This design comes from an exercise in tuning for a short achievable clock period and few clock cycles on the open sky130 flow, not from production work. RTL that was checked went through simulation tests only; none was proved equivalent to the original.

== old ==
Design cpu_top, start of the top module:
module cpu_top (
	input  logic clk,
	input  logic rst_n,
	input  cpu_pkg::nibble_t ef_n,
	input  cpu_pkg::nibble_t rom_din,
	output logic q,
	output logic rom_cs_n,
	output logic rom_sclk,
	output cpu_pkg::nibble_t rom_dout,
	output cpu_pkg::nibble_t rom_oe_n
);
For scale: roughly 4500 cells after synthesis, ~1700 flip-flops, roughly 21 I/O pins, roughly 67000 um^2 of cells after synthesis.
Settings: LEC_CHECK=0, ABC_CLOCK_PERIOD_IN_PS=2000, CAP_MARGIN=20, CORE_MARGIN=2, CORE_UTILIZATION=70, CTS_CLUSTER_DIAMETER=60, CTS_CLUSTER_SIZE=30, PLACE_DENSITY=0.78, SETUP_SLACK_MARGIN=3.0, SLEW_MARGIN=20; clock period 5.0 ns.
run.sh (not shown) runs the stock make flow with config.mk's settings and CLKGATE_MAP_FILE= SYNTH_SCRIPT=/design/flow/synth_recipe.tcl, a recipe that flattens the netlist after the stock synthesis.
--- input diff old..new ---
diff --git a/flow/design.v b/flow/design.v
--- a/flow/design.v
+++ b/flow/design.v
@@ -28,41 +28,39 @@
 	input  logic [1:0] lop,
 	input  cpu_pkg::data_t d,
 	input  cpu_pkg::data_t m,
 	output cpu_pkg::data_t res,
 	output logic df_out,
 	output logic df_we
 );
 	cpu_pkg::data_t a, b;
-	logic [4:0] sum_lo, sum_hi0, sum_hi1;
-	logic [4:0] s_hi0, s_hi1;
-	logic [3:0] s_lo1;
+	logic [4:0] sum_lo, sum_hi;
+	logic [3:0] a_hi1, b_hi1, s_lo1;
 	logic c1, ar1;
 	cpu_pkg::data_t lg1;
 	assign a = inv_d ? ~d : d;
 	assign b = inv_m ? ~m : m;
 	assign sum_lo = {1'b0, a[3:0]} + {1'b0, b[3:0]} + {4'h0, inv_d || inv_m};
-	assign sum_hi0 = {1'b0, a[7:4]} + {1'b0, b[7:4]};
-	assign sum_hi1 = {1'b0, a[7:4]} + {1'b0, b[7:4]} + 5'd1;
+	assign sum_hi = {1'b0, a_hi1} + {1'b0, b_hi1} + {4'h0, c1};
 	always_ff @(posedge clk) begin
-		s_hi0 <= sum_hi0;    
-		s_hi1 <= sum_hi1;
+		a_hi1 <= a[7:4];
+		b_hi1 <= b[7:4];
 		s_lo1 <= sum_lo[3:0];
 		c1 <= sum_lo[4];
 		ar1 <= arith;
 		case (lop)
 			2'd1: lg1 <= d | m;
 			2'd2: lg1 <= d & m;
 			2'd3: lg1 <= d ^ m;
 			default: lg1 <= m;
 		endcase
 	end
-	assign res = ar1 ? {c1 ? s_hi1[3:0] : s_hi0[3:0], s_lo1} : lg1;
-	assign df_out = c1 ? s_hi1[4] : s_hi0[4];
+	assign res = ar1 ? {sum_hi[3:0], s_lo1} : lg1;
+	assign df_out = sum_hi[4];
 	assign df_we = ar1;
 endmodule
 module qspi_rom_reader (
 	input  logic clk,
 	input  logic rst,
 	input  logic go,
 	input  cpu_pkg::addr_t addr,
 	input  cpu_pkg::nibble_t rom_din,
@@ -376,17 +374,17 @@
 			rfast <= !rd_d && !o_idl && !o_sep && og != 4'h5 && !(o_nmod && on == p)
 				&& (o_br ? tinc15 : t[15]);
 			rp_ram <= rd_d && (o_imm || o_br) && t[15];
 			f_incw <= o_lda || o_ldxa || o_imm;
 			use_x <= o_ldxa || o_alux;
 			use_p <= o_imm || o_br;
 			use_n <= !(o_ldxa || o_alux || o_imm || o_br);
 			rd <= rd_d;
-			idx1_oh <= (o_ldxa || o_alux) ? x_oh : oh16(on);
+			idx1_oh <= oh16((o_ldxa || o_alux) ? x : on);
 			n15 <= b15f[on];
 			eq_np <= on == p;
 			a_go <= !o_idl && (((o_ldn || o_lda || o_imm || (o_br && taken_d)) && !t[15])
 				|| ((o_ldxa || o_alux) && (!x15 || !t[15]))
 				|| (o_br && !taken_d && !tinc15)
 				|| (o_other && !t[15]));
 			b_go <= o_ldn || o_lda || o_sep;
 		end
--- outcome ---
- From old to new the numbers moved as follows: global-route wire length before repair picked up an extra about 0.5%, portion of the post-synthesis area used by sequential elements neither gained nor lost much, met1 wire length picked up an extra 0.46%.
- Lower area overhead of the layout relative to synthesis among new and old: old
- Of new and old, old shows the higher clock-buffer cell count, with new below it.
- Compared with old, new shows detailed-route vias per instance higher by 0.060.
Testbench counts of new, summed over its fixed seeds: cycles 1,075,645.
Function not checked in old: the RTL went through the layout flow alone.

-- separate check: timing with driven ports --
In the flow no input, the clock included, has a driving cell. The finished layouts below were timed again as built, in two steps. Step 1: set_driving_cell puts a clkbuf_16 on clk and a buf_2 on each other input, an assumption about the parent block. Step 2 times the ports against the registers' clock, not the clock port: input delays grow and output delays shrink by t, the midpoint of the rising clock arrivals with the driver on. Slacks: ideal ports / drivers / drivers and shift; pairs: ideal ports / drivers.
| run | t (ns) | slack for setup (ns) | worst slew at a driven data input, ns |
|---|---|---|---|
| old | 0.791 | 2.697 / 2.631 / 2.754 | 0.05 |
| new | 0.795 | 2.764 / 2.694 / 2.817 | 0.12 |
After both steps setup and hold are still met in every run listed.
